Source: an optimization exercise on an open RTL-to-GDS flow (aim: small area and a short achievable clock period). Production flows keep margins and buffers that such runs may drop. In this exercise RTL edits were held to simulation tests only and were not proved equivalent to the original.

== the reference run ==
## fpmul_queue_wrapper
module fpmul_queue_wrapper #(
  parameter int DW    = 32,
  parameter int DEPTH = 4,
  parameter int CNT_W = $clog2(DEPTH) + 1
) (
  input  logic          Clk,
  input  logic          Rst_n,
  input  logic [2:0]    A,
  input  logic          WE,
  input  logic          RE,
  input  logic [DW-1:0] InData,
  output logic [DW-1:0] OutData,
  output logic          irq,
  output logic          done_sig
);
  localparam int PW = $clog2(DEPTH);
  localparam logic [CNT_W-1:0] FULL = CNT_W'(DEPTH);
  localparam logic [8:0] E_ZERO   = 9'd0;
  localparam logic [8:0] E_ZERO_D = 9'd1;
  localparam logic [8:0] E_NAN_D  = 9'd509;
  localparam logic [8:0] E_INF    = 9'd510;
  localparam logic [8:0] E_NAN    = 9'd511;
  logic wr_opa, wr_opb, wr_ctrl, rd_pop, flush, err_clr;
  logic cmd_full, cmd_empty, res_empty, res_full, cmd_push, cmd_pop, res_push, res_pop;
  logic [DW-1:0]    opa_q, opb_q;
  logic             va_q, vb_q;
  logic             irq_en_q, ovf_q, unf_q;
  logic [PW-1:0]    cmd_rd_q, res_rd_q;
  logic [CNT_W-1:0] cmd_cnt_q, res_cnt_q;
  logic [2:0]       ph_q;
  logic             drop_q;
  assign wr_opa    = WE && (A == 3'd0);
  assign wr_opb    = WE && (A == 3'd1);
  assign wr_ctrl   = WE && (A == 3'd5);
  assign rd_pop    = RE && (A == 3'd2);
  assign flush     = wr_ctrl && InData[1];
  assign err_clr   = wr_ctrl && InData[0];
  assign cmd_full  = (cmd_cnt_q == FULL);
  assign cmd_empty = (cmd_cnt_q == '0);
  assign res_empty = (res_cnt_q == '0);
  assign res_full  = (res_cnt_q == FULL);
  assign cmd_push  = wr_opb && !cmd_full;
  assign res_pop   = rd_pop && !res_empty && !flush;
  assign cmd_pop   = (ph_q == 3'd1) && !flush;
  assign res_push  = (ph_q == 3'd7) && !flush;
  assign irq       = irq_en_q && !res_empty;
  assign done_sig  = res_push;
  logic [7:0]  ea, eb;
  logic [22:0] fa, fb;
  logic        a_z, b_z, a_m, b_m, a_fz, b_fz, nan_r, inf_r, zero_r, dnf;
  logic [8:0]  esum_in;
  ...
Size in the first run: roughly 520 flip-flops.
export LEC_CHECK = 0
export CAP_MARGIN = 20
export CORE_MARGIN = 2
export CORE_UTILIZATION = 40
export SLEW_MARGIN = 20
export SYNTH_HIERARCHICAL = 1
create_clock -name core_clock -period 12.0 [get_ports {Clk}]
standard.sh (not shown) runs the stock make flow with config.mk's settings and CLKGATE_MAP_FILE= SYNTH_SCRIPT=/design/flow/synth_recipe.tcl, a recipe that flattens the netlist after the stock synthesis.
==> flow/flow/run.sh <==
#!/bin/bash
set -euo pipefail
CTS="-sink_clustering_enable -repair_clock_nets -dont_use_dummy_load"
CTS="$CTS -buf_list {sky130_fd_sc_hd__clkbuf_8 sky130_fd_sc_hd__clkbuf_16}"
CTS="$CTS -sink_clustering_size 26 -sink_clustering_max_diameter 110"
bash standard.sh SETUP_SLACK_MARGIN=6.2 "CTS_ARGS=$CTS" \
  "BUFFER_PORTS_ARGS=-buffer_cell sky130_fd_sc_hd__buf_1" \
  "PRE_IO_PLACEMENT_TCL=$PWD/flow/io.tcl" finish > standard.log 2>&1
==> flow/flow/io.tcl <==
# Keep the bus ports whose paths run from input to output (A, WE, RE to OutData,
# done_sig) together on one edge of the die.
set pins {A[0] A[1] A[2] WE RE done_sig irq}
for {set i 0} {$i < 32} {incr i} { lappend pins "OutData\[$i\]" }
set_io_pin_constraint -pin_names $pins -region left:*
--- input diff the reference run..the trial run ---
-- flow/design.v --
<<< the reference run, line 290
    assign tc = !(sel[5] && rd_c[i]);
    if (i == 2) begin : g_n6
      logic tfsc;
      fpmul_aoi222 u_t (.a(sel[3]), .b(rd_f[i]), .c(sel[4]), .d(rd_s[i]), .e(sel[5]), .f(rd_c[i]),
                        .y(tfsc));
      fpmul_nand4 u_n (.x({ta, tb, tp, tfsc}), .y(OutData[i]));
    end else if (i < 5) begin : g_n5
      logic tfs;
      fpmul_aoi22 u_t (.a(sel[3]), .b(rd_f[i]), .c(sel[4]), .d(rd_s[i]), .y(tfs));
      fpmul_nand4 u_n (.x({ta, tb, tp, tfs}), .y(OutData[i]));
    end else if (i == 5) begin : g_n4f
      fpmul_nand4 u_n (.x({ta, tb, tp, tf}), .y(OutData[i]));
>>> the trial run, line 290
    assign tc = !(sel[5] && rd_c[i]);
    if (i == 2) begin : g_n6
      fpmul_nand6 u_n (.x({ta, tb, tp, tf, ts, tc}), .y(OutData[i]));
    end else if (i < 5) begin : g_n5
      fpmul_nand5 u_n (.x({ta, tb, tp, tf, ts}), .y(OutData[i]));
    end else if (i == 5) begin : g_n4f
      fpmul_nand4 u_n (.x({ta, tb, tp, tf}), .y(OutData[i]));
<<< the reference run, line 337
  assign y = !(&x);
endmodule
module fpmul_aoi22 (input logic a, b, c, d, output logic y);
  assign y = !((a && b) || (c && d));
endmodule
module fpmul_aoi222 (input logic a, b, c, d, e, f, output logic y);
  assign y = !((a && b) || (c && d) || (e && f));
endmodule
>>> the trial run, line 332
  assign y = !(&x);
endmodule
module fpmul_nand5 (input logic [4:0] x, output logic y);
  assign y = !(&x);
endmodule
module fpmul_nand6 (input logic [5:0] x, output logic y);
  assign y = !(&x);
endmodule
When the final numbers for the reference run and the trial run were put side by side, the area growth from synthesis to layout turned out to be smaller in the reference run.
| met3 wire length | higher: the reference run |
Looking at the reference run and the trial run, the count of clock buffers in the final design is a wash.
Any difference in hold slack between the reference run and the trial run is small enough to ignore.
Compared with the reference run, the trial run shows a via count that is 46 lower.
On final worst setup slack, the reference run and the trial run are basically level.
Re effective utilization at floorplan: the reference run was higher than the trial run.
The reference run has higher met1 layer wirelength in the final routing than the trial run.
The trial run vs the reference run: average detailed-routed wire length per instance down slightly
There was hardly any difference in half-perimeter wire length of the detailed placement result between the reference run and the trial run.
The trial run does better than the reference run on first-pass GRT wire length.

static timing again, ports no longer ideal:
In the flow no input, the clock included, has a driving cell. The finished layouts below were timed again as built, in two steps. Step 1, drivers: a clkbuf_16 drives Clk and a buf_2 each remaining input, both assumed. Step 2, shift: input delay + t, output delay - t, t = (earliest + latest rising clock arrival at the registers) / 2. This alone moves slack from input paths to output paths. Slacks: no drivers / after step 1 / after step 2; pairs: no drivers / after step 1.
| run | shift t [ns] | setup slack, ns | worst hold slack (ns) | pins driven straight from the clock port |
|---|---|---|---|---|
| the reference run | 0.604 | 6.024 / 5.948 / 5.850 | 0.480 / 0.480 / 0.480 | 1 |
| the trial run | 0.609 | 6.025 / 5.954 / 5.808 | 0.478 / 0.478 / 0.478 | 1 |
After both steps every run listed still meets setup and hold. For the trial run, which loses most, drivers alone change the setup slack by -0.071 ns; drivers and shift together by -0.217 ns.
